This is an optimization exercise on Yosys and OpenROAD, whose aim is small area, a short achievable clock period and few clock cycles, not a production implementation.
The RTL was checked by simulation tests, not by an equivalence proof against the original design.

## flow/constraint.sdc

```tcl
create_clock -name core_clock -period 10.0 [get_ports {CLK}]
set_input_delay 2.0000 -clock core_clock [delete_from_list [all_inputs] [get_ports {CLK}]]
set_output_delay 2.0000 -clock core_clock [all_outputs]
set_load 0.01 [all_outputs]
```

## flow/design.v

```verilog
`default_nettype none
module gaLfsr (
    input  logic       CLK,
    input  logic       seedLoad,    
    input  logic       pairIssue,   
    input  logic       lastPair,    
    input  logic       runEnd,      
    output logic [3:0] qA,          
    output logic       mutA,
    output logic [2:0] posAA,
    output logic [2:0] posBA,
    output logic [3:0] qB,          
    output logic       mutB,
    output logic [2:0] posAB,
    output logic [2:0] posBB
);
    localparam logic [99:0] J20 = {10'h25A, 10'h12D, 10'h2AA, 10'h155, 10'h296, 10'h14B, 10'h299, 10'h370, 10'h1B8, 10'h0DC};
    localparam logic [99:0] J30 = {10'h392, 10'h1C9, 10'h2D8, 10'h16C, 10'h0B6, 10'h05B, 10'h211, 10'h334, 10'h19A, 10'h0CD};
    localparam logic [99:0] J40 = {10'h165, 10'h28E, 10'h147, 10'h29F, 10'h373, 10'h385, 10'h3FE, 10'h1FF, 10'h2C3, 10'h35D};
    localparam logic [99:0] J50 = {10'h12E, 10'h097, 10'h277, 10'h307, 10'h3BF, 10'h3E3, 10'h3CD, 10'h3DA, 10'h1ED, 10'h2CA};
    function automatic logic [9:0] jump(input logic [9:0] r, input logic [99:0] J);
        for (int i = 0; i < 10; i++)
            jump[i] = ^(r & J[10*i +: 10]);
    endfunction
    logic [9:0] R;
    logic [9:0] sA;    
    logic [9:0] sB;    
    always_comb
    begin
        sA = lastPair ? jump(R, J40) : jump(R, J20);
        sB = lastPair ? jump(R, J50) : jump(R, J30);
    end
    always_ff @(posedge CLK)
    begin
        if (seedLoad)
            R <= 10'h00A;
        else if (pairIssue)
            R <= sA;
    end
    always_ff @(posedge CLK)
    begin
        if (runEnd)
            qA <= '0;
        else if (pairIssue)
        begin
            qA    <= (sA[9:6] < sA[8:5]) ? sA[9:6] : sA[8:5];
            mutA  <= (sA[7:0] < 64);
            posAA <= {sA[0] ^ sA[3] ^ sA[4] ^ sA[5] ^ sA[6], sA[9:8]};
            posBA <= sA[3:1];
            qB    <= (sB[9:6] < sB[8:5]) ? sB[9:6] : sB[8:5];
            mutB  <= (sB[7:0] < 64);
            posAB <= {sB[0] ^ sB[3] ^ sB[4] ^ sB[5] ^ sB[6], sB[9:8]};
            posBB <= sB[3:1];
        end
    end
endmodule
`default_nettype wire
`default_nettype none
module tourEvaluator (
    input  logic        CLK,
    input  logic        coordWrEn,
    input  logic [2:0]  coordWrAddr,
    input  logic [7:0]  coordWrX,
    input  logic [7:0]  coordWrY,
    input  logic [23:0] route,
    output logic [10:0] key
);
    logic [7:0] coordX [8];
    logic [7:0] coordY [8];
    logic [11:0] S;
    always_ff @(posedge CLK)
    begin
        if (coordWrEn)
        begin
            coordX[coordWrAddr] <= coordWrX;
            coordY[coordWrAddr] <= coordWrY;
        end
    end
    logic [9:0] S4 [4];
    always_ff @(posedge CLK)
    begin
        for (int i = 0; i < 4; i++)
            S4[i] <= ({2'd0, coordX[2*i]} + {2'd0, coordY[2*i]})
                   + ({2'd0, coordX[2*i+1]} + {2'd0, coordY[2*i+1]});
        S <= ({2'd0, S4[0]} + {2'd0, S4[1]}) + ({2'd0, S4[2]} + {2'd0, S4[3]});
    end
    function automatic logic [7:0] max8(input logic [7:0] a, input logic [7:0] b);
        max8 = (a > b) ? a : b;
    endfunction
    logic [7:0] xA [8];
    logic [7:0] yA [8];
    always_comb
    begin
        for (int i = 0; i < 8; i++)
        begin
            xA[i] = '0;
            yA[i] = '0;
            for (int c = 0; c < 8; c++)
            begin
                xA[i] = xA[i] | ({8{route[3*i +: 3] == c[2:0]}} & coordX[c]);
                yA[i] = yA[i] | ({8{route[3*i +: 3] == c[2:0]}} & coordY[c]);
            end
        end
    end
    logic [8:0] edgeA [8];
    always_ff @(posedge CLK)
    begin
        for (int i = 0; i < 8; i++)
        begin
            edgeA[i] <= {1'b0, max8(xA[i], xA[(i+1)%8])} + {1'b0, max8(yA[i], yA[(i+1)%8])};
        end
    end
    function automatic logic [23:0] csa(input logic [11:0] a, input logic [11:0] b,
                                        input logic [11:0] c);
        csa[11:0]  = a ^ b ^ c;
        csa[23:12] = {(a[10:0] & b[10:0]) | (a[10:0] & c[10:0]) | (b[10:0] & c[10:0]), 1'b0};
    endfunction
    logic [11:0] t [9];
    logic [23:0] l1a, l1b, l1c, l2a, l2b, l3a, l4a;
    logic [11:0] sumA;
    always_comb
    begin
        for (int i = 0; i < 8; i++)
            t[i] = {3'd0, edgeA[i]};
        t[8] = ~S;    
        l1a = csa(t[0], t[1], t[2]);
        l1b = csa(t[3], t[4], t[5]);
        l1c = csa(t[6], t[7], t[8]);
        l2a = csa(l1a[11:0], l1a[23:12], l1b[11:0]);
        l2b = csa(l1b[23:12], l1c[11:0], l1c[23:12]);
        l3a = csa(l2a[11:0], l2a[23:12], l2b[11:0]);
        l4a = csa(l3a[11:0], l3a[23:12], l2b[23:12]);
        sumA = l4a[11:0] + l4a[23:12] + 12'd1;
    end
    assign key = sumA[10:0];
endmodule
`default_nettype wire
`default_nettype none
module popStore (
    input  logic         CLK,
    input  logic         snap,
    input  logic [63:0]  rankOf,      
    input  logic [175:0] keys,        
    input  logic         wrEn,
    input  logic [2:0]   wrPair,      
    input  logic [23:0]  wrRouteA,
    input  logic [23:0]  wrRouteB,
    input  logic [3:0]   rdRankA,
    output logic [23:0]  rdRouteA,
    output logic [10:0]  rdKeyA,
    input  logic [3:0]   rdRankB,
    output logic [23:0]  rdRouteB,
    output logic [10:0]  rdKeyB
);
    logic [23:0] C      [16];
    logic [23:0] par    [16];
    logic [10:0] parKey [16];
    always_ff @(posedge CLK)
    begin
        for (int p = 0; p < 16; p++)
        begin
            if (wrEn && rankOf[4*p +: 4] == {wrPair, 1'b0})
                C[p] <= wrRouteA;
            else if (wrEn && rankOf[4*p +: 4] == {wrPair, 1'b1})
                C[p] <= wrRouteB;
        end
    end
    always_ff @(posedge CLK)
    begin
        if (snap)
            for (int p = 0; p < 16; p++)
            begin
                par[p]    <= C[p];
                parKey[p] <= keys[11*p +: 11];
            end
    end
    always_comb
    begin
        rdRouteA = '0;
        rdRouteB = '0;
        rdKeyA   = '0;
        rdKeyB   = '0;
        for (int p = 0; p < 16; p++)
        begin
            rdRouteA = rdRouteA | ({24{rankOf[4*p +: 4] == rdRankA}} & par[p]);
            rdKeyA   = rdKeyA   | ({11{rankOf[4*p +: 4] == rdRankA}} & parKey[p]);
            rdRouteB = rdRouteB | ({24{rankOf[4*p +: 4] == rdRankB}} & par[p]);
            rdKeyB   = rdKeyB   | ({11{rankOf[4*p +: 4] == rdRankB}} & parKey[p]);
        end
    end
endmodule
`default_nettype wire
`default_nettype none
module fitnessRanker (
    input  logic        CLK,
    input  logic        RESET,
    input  logic        clearAll,    
    input  logic        snap,        
    input  logic        ins,
    input  logic [2:0]  insPair,
    input  logic [10:0] keyA,
    input  logic [10:0] keyB,
    output logic [63:0] rankOf,      
    output logic [175:0] keysNext,   
    output logic [10:0] bestNext     
);
    logic [10:0] D [16];
    logic [3:0]  r [16];
    logic [16-1:0] v;
    logic        snapped;
    logic [10:0] best;
    logic [16-1:0] wA, wB;    
    logic [16-1:0] ltA, ltB;  
    logic [16-1:0] leA, leB;
    logic        bFirst;
    logic [16-1:0] thA, thB;  
    logic [3:0]  rankA, rankB;
    logic [3:0]  rn [16];
    logic [10:0] dn [16];
    logic [10:0] m;
    logic        mLt;
    function automatic logic lt11(input logic [10:0] a, input logic [10:0] b);
        logic [15:0] l, g;
        l = '0;
        g = '0;
        for (int i = 0; i < 11; i++)
        begin
            l[i] = !a[i] && b[i];
            g[i] = a[i] && !b[i];
        end
        for (int w = 1; w < 16; w = w * 2)
            for (int i = 0; i + w < 16; i = i + 2 * w)
            begin
                l[i] = l[i + w] || (!g[i + w] && l[i]);
                g[i] = g[i + w] || (!l[i + w] && g[i]);
            end
        lt11 = l[0];
    endfunction
    function automatic logic [3:0] thermCount(input logic [15:0] t);
        thermCount[3] = t[7];
        thermCount[2] = t[11] || (t[3] && !t[7]);
        thermCount[1] = t[13] || (t[9] && !t[11]) || (t[5] && !t[7]) || (t[1] && !t[3]);
        thermCount[0] = t[14] || (t[12] && !t[13]) || (t[10] && !t[11]) || (t[8] && !t[9])
                      || (t[6] && !t[7]) || (t[4] && !t[5]) || (t[2] && !t[3]) || (t[0] && !t[1]);
    endfunction
    always_comb
    begin
        for (int p = 0; p < 16; p++)
        begin
            wA[p]  = ins && rankOf[4*p +: 4] == {insPair, 1'b0};
            wB[p]  = ins && rankOf[4*p +: 4] == {insPair, 1'b1};
            ltA[p] = lt11(keyA, D[p]);
            ltB[p] = lt11(keyB, D[p]);
            leA[p] = v[p] && !ltA[p];
            leB[p] = v[p] && !ltB[p];
        end
        bFirst = lt11(keyB, keyA);
        thA = '0;
        thB = '0;
        for (int k = 0; k < 16; k++)
            for (int p = 0; p < 16; p++)
            begin
                thA[k] = thA[k] || (leA[p] && r[p] == k[3:0]);
                thB[k] = thB[k] || (leB[p] && r[p] == k[3:0]);
            end
        rankA = thermCount(bFirst ? {thA[14:0], 1'b1} : thA);
        rankB = thermCount(bFirst ? thB : {thB[14:0], 1'b1});
        for (int p = 0; p < 16; p++)
        begin
            if (wA[p])
                rn[p] = rankA;
            else if (wB[p])
                rn[p] = rankB;
            else if (ins && v[p] && ltA[p] && ltB[p])
                rn[p] = r[p] + 4'd2;
            else if (ins && v[p] && (ltA[p] || ltB[p]))
                rn[p] = r[p] + 4'd1;
            else
                rn[p] = r[p];
        end
        for (int p = 0; p < 16; p++)
        begin
            if (wA[p])
                dn[p] = keyA;
            else if (wB[p])
                dn[p] = keyB;
            else
                dn[p] = D[p];
            keysNext[11*p +: 11] = dn[p];
        end
        m   = bFirst ? keyB : keyA;
        mLt = bFirst ? lt11(keyB, best) : lt11(keyA, best);
        bestNext = (ins && mLt) ? m : best;
    end
    always_ff @(posedge CLK)
    begin
        for (int p = 0; p < 16; p++)
        begin
            r[p] <= rn[p];
            D[p] <= dn[p];
        end
    end
    always_ff @(posedge CLK)
    begin
        if (clearAll)
            best <= '1;
        else
            best <= bestNext;
    end
    always_ff @(posedge CLK)
    begin
        if (RESET || clearAll)
            v <= '0;
        else
            for (int p = 0; p < 16; p++)
            begin
                if (snapped)
                    v[p] <= (rankOf[4*p+1 +: 3] == 3'd0);
                else if (wA[p] || wB[p])
                    v[p] <= 1'b1;
            end
    end
    always_ff @(posedge CLK)
        snapped <= snap;
    always_ff @(posedge CLK)
    begin
        if (clearAll)
            for (int p = 0; p < 16; p++)
                rankOf[4*p +: 4] <= p[3:0];
        else if (snap)
            for (int p = 0; p < 16; p++)
                rankOf[4*p +: 4] <= rn[p];
    end
endmodule
`default_nettype wire
`default_nettype none
module offspringBuilder (
    input  logic [23:0] parent,
    input  logic        mutate,
    input  logic [2:0]  posA,
    input  logic [2:0]  posB,
    output logic [23:0] child
);
    logic [2:0] src;
    always_comb
    begin
        for (int i = 0; i < 8; i++)
        begin
            if (mutate && posA == i[2:0])
                src = posB;
            else if (mutate && posB == i[2:0])
                src = posA;
            else
                src = i[2:0];
            child[3*i +: 3] = parent[3*src +: 3];
        end
    end
endmodule
`default_nettype wire
`default_nettype none
module gaController (
    input  logic       CLK,
    input  logic       RESET,
    input  logic       start,
    input  logic [7:0] numGenerations,
    input  logic       both,         
    input  logic       evt0,         
    input  logic       evtE,         
    input  logic [10:0] bestKey,     
    output logic       runStart,     
    output logic       finalEvt,     
    output logic       issuing,
    output logic       sub,          
    output logic       advance,      
    output logic [2:0] pairIdx,
    output logic       first,        
    output logic       genDone,
    output logic       busy,
    output logic       done,
    output logic [11:0] bestDistance
);
    logic [7:0] genCnt;     
    logic [7:0] genLimit;
    logic       finish;
    logic       second;     
    assign runStart = start && !busy;
    assign sub      = issuing && both && !second;
    assign advance  = issuing && !sub;
    assign finalEvt = (evt0 || evtE) && (genCnt + 8'd1 == genLimit);
    always_ff @(posedge CLK)
    begin
        if (RESET)
        begin
            busy         <= 1'b0;
            done         <= 1'b0;
            genDone      <= 1'b0;
            issuing      <= 1'b0;
            finish       <= 1'b0;
            first        <= 1'b0;
            second       <= 1'b0;
            bestDistance <= '0;
        end
        else
        begin
            genDone <= 1'b0;
            if (runStart)
            begin
                busy     <= 1'b1;
                done     <= 1'b0;
                genCnt   <= '0;
                genLimit <= numGenerations;
                first    <= 1'b1;
                issuing  <= 1'b1;
                pairIdx  <= '0;
                second   <= 1'b0;
            end
            else if (finish)
            begin
                busy   <= 1'b0;
                done   <= 1'b1;
                finish <= 1'b0;
            end
            else if (busy)
            begin
                if (issuing)
                    second <= sub;
                if (advance)
                begin
                    if (pairIdx == 3'd7)
                        issuing <= 1'b0;
                    pairIdx <= pairIdx + 3'd1;
                end
                if (evt0 || evtE)
                begin
                    genDone      <= 1'b1;
                    genCnt       <= genCnt + 8'd1;
                    bestDistance <= {bestKey, 1'b0};
                end
                if (evtE)
                    first <= 1'b0;
                if (finalEvt)
                begin
                    finish  <= 1'b1;
                    issuing <= 1'b0;
                    second  <= 1'b0;
                end
                else if (evtE)
                begin
                    issuing <= 1'b1;
                    pairIdx <= 3'd1;
                end
            end
        end
    end
endmodule
`default_nettype wire
`default_nettype none
module gaTspTop (
    input  logic      CLK,
    input  logic      RESET,
    input  logic      coordWrEn,
    input  logic [2:0]  coordWrAddr,
    input  logic [7:0]  coordWrX,
    input  logic [7:0]  coordWrY,
    input  logic        start,
    input  logic [7:0]  numGenerations,
    input  logic [2:0]  bestRdPos,
    output logic        busy,
    output logic        genDone,
    output logic [11:0] bestDistance,
    output logic        done,
    output logic [2:0]  bestRdCity
);
    logic        runStart;
    logic        finalEvt;
    logic        issuing;
    logic        sub;
    logic        advance;
    logic [2:0]  pairIdx;
    logic        first;
    logic        evt0;
    logic        evtE;
    logic [3:0]  qA, qB;
    logic        mutA, mutB;
    logic [2:0]  posAA, posBA, posAB, posBB;
    logic        effA, effB;      
    logic [23:0] parA, parB;
    logic [10:0] pkA, pkB;
    logic [23:0] childA, childB;
    logic [63:0] rankOf;
    logic [175:0] keysNext;
    logic [10:0] bestKey;
    logic [23:0] rA;
    logic        vA, vE, vD;
    logic        cA, cE, cD;      
    logic [2:0]  jA, jE, jD;
    logic        eaA, eaE, eaD;   
    logic        ebA, ebE, ebD;
    logic        twA, twE, twD;   
    logic [10:0] kaA, kaE;        
    logic [10:0] kbA, kbE;
    logic [10:0] kEval;           
    logic [10:0] kHold;           
    logic [10:0] kId;             
    logic [10:0] insKeyA, insKeyB;
    assign effA = mutA && (posAA != posBA) && (pairIdx != 3'd0);
    assign effB = mutB && (posAB != posBB) && (pairIdx != 3'd0);
    gaController controller (
        .CLK            (CLK),
        .RESET          (RESET),
        .start          (start),
        .numGenerations (numGenerations),
        .both           (effA && effB),
        .evt0           (evt0),
        .evtE           (evtE),
        .bestKey        (bestKey),
        .runStart       (runStart),
        .finalEvt       (finalEvt),
        .issuing        (issuing),
        .sub            (sub),
        .advance        (advance),
        .pairIdx        (pairIdx),
        .first          (first),
        .genDone        (genDone),
        .busy           (busy),
        .done           (done),
        .bestDistance   (bestDistance)
    );
    gaLfsr lfsr (
        .CLK       (CLK),
        .seedLoad  (runStart),
        .pairIssue (advance),
        .lastPair  (pairIdx == 3'd7),
        .runEnd    (finalEvt),
        .qA        (qA),
        .mutA      (mutA),
        .posAA     (posAA),
        .posBA     (posBA),
        .qB        (qB),
        .mutB      (mutB),
        .posAB     (posAB),
        .posBB     (posBB)
    );
    popStore store (
        .CLK      (CLK),
        .snap     (evtE),
        .rankOf   (rankOf),
        .keys     (keysNext),
        .wrEn     (issuing),
        .wrPair   (pairIdx),
        .wrRouteA (childA),
        .wrRouteB (childB),
        .rdRankA  (qA),
        .rdRouteA (parA),
        .rdKeyA   (pkA),
        .rdRankB  (qB),
        .rdRouteB (parB),
        .rdKeyB   (pkB)
    );
    offspringBuilder buildA (
        .parent (first ? 24'o76543210 : parA),
        .mutate (effA),
        .posA   (posAA),
        .posB   (posBA),
        .child  (childA)
    );
    offspringBuilder buildB (
        .parent (first ? 24'o76543210 : parB),
        .mutate (effB),
        .posA   (posAB),
        .posB   (posBB),
        .child  (childB)
    );
    always_ff @(posedge CLK)
    begin
        rA  <= (effB && !sub) ? childB : childA;
        cA  <= !sub;
        jA  <= pairIdx;
        eaA <= effA || (pairIdx == 3'd0);
        ebA <= effB || (pairIdx == 3'd0);
        twA <= effA && effB;
        kaA <= pkA;
        kbA <= pkB;
        cE  <= cA;   cD  <= cE;
        jE  <= jA;   jD  <= jE;
        eaE <= eaA;
        ebE <= ebA;
        twE <= twA;
        kaE <= kaA;
        kbE <= kbA;
    end
    always_ff @(posedge CLK)
    begin
        if (vE && !cE)
            kHold <= kEval;
        if (vE && jE == 3'd0)
            kId <= kEval;
        if (eaE)
            insKeyA <= twE ? kHold : kEval;
        else
            insKeyA <= first ? kId : kaE;
        if (ebE)
            insKeyB <= kEval;
        else
            insKeyB <= first ? kId : kbE;
    end
    always_ff @(posedge CLK)
    begin
        if (RESET || finalEvt)
        begin
            vA <= 1'b0;
            vE <= 1'b0;
            vD <= 1'b0;
        end
        else
        begin
            vA <= issuing;
            vE <= vA;
            vD <= vE;
        end
    end
    assign evt0 = vD && cD && (jD == 3'd0);
    assign evtE = vD && cD && (jD == 3'd7);
    tourEvaluator evaluator (
        .CLK         (CLK),
        .coordWrEn   (coordWrEn),
        .coordWrAddr (coordWrAddr),
        .coordWrX    (coordWrX),
        .coordWrY    (coordWrY),
        .route       (rA),
        .key         (kEval)
    );
    fitnessRanker ranker (
        .CLK      (CLK),
        .RESET    (RESET),
        .clearAll (runStart),
        .snap     (evtE),
        .ins      (vD && cD),
        .insPair  (jD),
        .keyA     (insKeyA),
        .keyB     (insKeyB),
        .rankOf   (rankOf),
        .keysNext (keysNext),
        .bestNext (bestKey)
    );
    always_ff @(posedge CLK)
        bestRdCity <= first ? bestRdPos : parA[3*bestRdPos +: 3];
endmodule
`default_nettype wire
```

## flow/run.sh

```bash
#!/bin/bash
# synth_recipe.tcl (not shown) runs the flow's synth.tcl, then flattens the netlist and writes it again
# the make line also repeats each setting of config.mk as NAME=value (left out here)
make -C /OpenROAD-flow-scripts/flow DESIGN_CONFIG=/design/flow/config.mk WORK_HOME=/design/flow/orfs CLKGATE_MAP_FILE= SYNTH_SCRIPT=/design/flow/synth_recipe.tcl finish
```

## flow/config.mk

```make
export PLATFORM = sky130hd
export DESIGN_NAME = gaTspTop
export DESIGN_NICKNAME = gaTspTop
export VERILOG_FILES = /design/flow/design.v
export SDC_FILE = /design/flow/constraint.sdc
export NUM_CORES = 4
export LEC_CHECK = 0
export CAP_MARGIN = 20
export CORE_MARGIN = 2
export CORE_UTILIZATION = 50
export CTS_BUF_LIST = sky130_fd_sc_hd__clkbuf_4 sky130_fd_sc_hd__clkbuf_8
export CTS_CLUSTER_SIZE = 30
export SETUP_SLACK_MARGIN = 5
export SLEW_MARGIN = 20
```

==> impl_metrics.env <==
export IMPL_clock_sinks=1732
export IMPL_drt_total_wl_mm=534
export IMPL_clock_latency_ns=1.12
export IMPL_worstPathMaxFanout=23
export IMPL_clk_pin_slew_ns=0.07
export IMPL_setup_viol=0
export IMPL_slew_violations=0
export IMPL_final_hold_viol_count=0
export IMPL_min_period_over_period_pct=51.4
export IMPL_required_ns=10.88
export IMPL_via_count=102000
export IMPL_final_cell_mix="edfxtp_1 (1,131), nor2_1 (887), a21oi_1 (766), mux2i_1 (631), nand2_1 (617)"
export IMPL_grt_usage_pct=46.1
export IMPL_fp_row_count=171
export IMPL_cts_buffer_depth=4
export IMPL_ys_types=112
export IMPL_fillCellCount=18500
export IMPL_dp_cells=13500
export IMPL_maxCapViolCount=0
export IMPL_layoutNonFillerInstCount=14300
export IMPL_worst_ep_arrival_time_ns=6.02
export IMPL_dp_slack_ns=3.65
export IMPL_status="no timing/DRC/antenna violations"
export IMPL_rsz0062_at_grt="true"
export IMPL_core_um2=217000
export IMPL_drive_gt1_share_pct=16.7
export IMPL_fp_dieW_um=471
export IMPL_fmax_mhz=194
export IMPL_synthArstFlopShare_pct=0
export IMPL_start_util_pct=50.3
export IMPL_min_period_ns=5.14
export IMPL_syn_area_per_cell_um2=9.94
export IMPL_io_buffer_count=50
export IMPL_setup_tns_final_ns=0
export IMPL_min_path_type="register to register"
export IMPL_yosysWarnings=19
export IMPL_holdWs_ns=0.326
export IMPL_skew_ns=0.154
export IMPL_grt_pass1_wl_mm=727
export IMPL_drt_iter0_markers=17000
export IMPL_synth_cells=11000
export IMPL_cts_tree="built"
export IMPL_crit_path_end_kind="register"
export IMPL_nets=11800
export IMPL_dieArea_um2=222000
export IMPL_post_drt_wl_per_cell_um=37.3
export IMPL_hold_buffers=0
export IMPL_syn_area_um2=109000
export IMPL_htreeDepth=5
export IMPL_die_h_um=471
export IMPL_ys_ff_latch=1732
export IMPL_avgViaCountPerCell=7.10
export IMPL_io_pins=52
export IMPL_cp_start_kind="register"
export IMPL_cts_root_buf="clkbuf_8"
export IMPL_numCtsBuffers=310
export IMPL_fin_ws_ns=4.86
export IMPL_post_dp_hpwl_mm=361
export IMPL_max_slew_margin_pct=20.1
export IMPL_grt_pass1_vias=95200
export IMPL_worst_pin_slew_ns=1.20
export IMPL_drc=0
export IMPL_ant_nets=0
export IMPL_synth_edf_count=1131
export IMPL_grt_max_degree=177
export IMPL_synthToLayoutAreaGrowth_pct=14.6
export IMPL_layout_commonest_cell="edfxtp_1"
export IMPL_place_gp_congestion=1.11
export IMPL_syn_nets=11500
export IMPL_synth_main_ff_cell="edfxtp_1"
export IMPL_antenna_found_initial=28
export IMPL_multiInputGateArea_um2=60000
export IMPL_seq_area_frac_synth_pct=42.2
export IMPL_regArea_um2=46100
export IMPL_worstSetupPathType="register to register"
export IMPL_drt_first_pass_iters=10
export IMPL_grt_ovfl_total=0
[flip-flops by register name, summed over array words and instances (netlist names), 16 cells and up]
signal,flops
store.C,384
ranker.r,64
evaluator.edgeA,72
ranker.rankOf,64
rA,24
store.parKey,176
ranker.v,16
ranker.D,176
store.par,384
evaluator.coordY,64
evaluator.coordX,64
evaluator.S4,40
[metal layers]
metal	part of all wire (%)	track usage [%]	vias up
li1	-	-	41700
met1	35	55.7	49100
met3	14	15.5	2521
met4	9.5	35.0	26
met5	0.045	0.151	-
met2	42	67.9	8487
[cells by family (layout without fill, tap and decap cells)]
| kind of cell | Yosys count | count (layout) | synth area share [%] |
|---|---|---|---|
| AND/OR/NAND/NOR | 2784 | 2784 | 12.2 |
| flip-flops | 1732 | 1732 | 42.2 |
| other | 1 | 19 | 0.00344 |
| multiplexers | 941 | 941 | 10.2 |
| XOR/XNOR | 520 | 520 | 4.18 |
| buffers and inverters | 1340 | 1830 | 4.74 |
| adder cells (fa/ha/maj) | 593 | 593 | 7.30 |
| AO/OA/AOI/OAI | 3060 | 3062 | 19.1 |
[synth_stat cells, types with 101 or more instances]
cell type	number	area share, %
a21oi_1	803	3.7
a221oi_1	263	2.1
a22o_1	222	1.8
a22oi_1	256	1.8
buf_1	129	0.44
clkbuf_1	586	2.0
dfxtp_1	601	11
edfxtp_1	1131	31
fa_1	101	1.9
ha_1	407	4.7
inv_1	521	1.8
mux2_2	135	1.4
mux2i_1	682	6.3
mux4_2	124	2.6
nand2_1	623	2.1
nand2b_1	183	1.0
nand3_1	232	1.1
nand4_1	113	0.65
nor2_1	912	3.1
nor2b_1	207	1.2
nor3_1	135	0.62
nor4_1	101	0.58
o21ai_0	431	2.0
o22ai_1	123	0.71
xnor2_1	237	1.9
xor2_1	283	2.3
[through the flow]
stage                     instance area [µm²]  util (%)
after global routing                   125000      57.6
after global placement                 114000      52.4
after CTS                              122000      56.0
after floorplan                        109000         -
after detailed placement               114000      52.4
final                                  125000      57.6
[area by class of cell]
cell class | instances | area share [%]
well taps | 2854 | 2.86
clock inverters | 114 | 0.833
diodes | 18 | 0.0360
flip-flops and latches | 1732 | 36.9
inverters | 540 | 1.68
multi-input cells | 7901 | 48.1
repair buffers | 752 | 5.48
repair inverters | 2 | 0.0120
clock buffers | 422 | 4.18
[critical path, stage by stage (launching register included)]
cell and delay, ns:
edfxtp_1 0.42, buf_12 0.18, xor2_1 0.16, nor4_2 0.55, buf_4 0.45, buf_4 0.62
a22o_1 0.26, a221oi_1 0.05, nand4_1 0.17, a211o_1 0.48, nand2b_1 0.18, o211ai_1 0.09
o211ai_1 0.13, o21a_1 0.71, mux2_2 0.40
[repair_timing]
item	4_1_cts	5_1_grt
gates cloned	2	4
pin swaps	11	31
setup endpoints to repair	331	257
buffers inserted	86	224
endpoints found under the hold margin	0	0
gates resized for setup	154	258
[worst paths after layout]
check / from / to / slack [ns] / cells past startpoint
setup / recovery: lfsr.qB[1] / rA[23] / 4.86 / 14
hold / removal: kbA[4] / kbE[4] / 0.33 / 0
setup reg to reg: lfsr.qB[1] / rA[23] / 4.86 / 14
hold reg to reg: kbA[4] / kbE[4] / 0.33 / 0
Testbench counts, summed over its fixed seeds: cycles 15,126.

-- port drivers added, routing unchanged --
No port has a modelled driver above. Below, the same layout with a new extraction and two added sets of constraints.
Step 1: set_driving_cell puts a clkbuf_16 on CLK and a buf_2 on each other input, an assumption about the parent block.
Step 2 also shifts input and output timing later by t, the mid clock arrival at the registers, as if the neighbouring blocks saw the same clock.
Three values: ideal ports, drivers, drivers and shift; two values: the first two.
t, ns: 1.124
setup slack, ns: 4.857 / 4.857 / 4.857
worst setup path after step 2: register to register
clock arrival spread, ns: 0.168 / 0.168
worst register clock-pin slew, ns: 0.08 / 0.08
After both steps this run still meets setup and hold. The setup slack of this run moves by 0.000 ns with the drivers and by 0.000 ns with both steps.
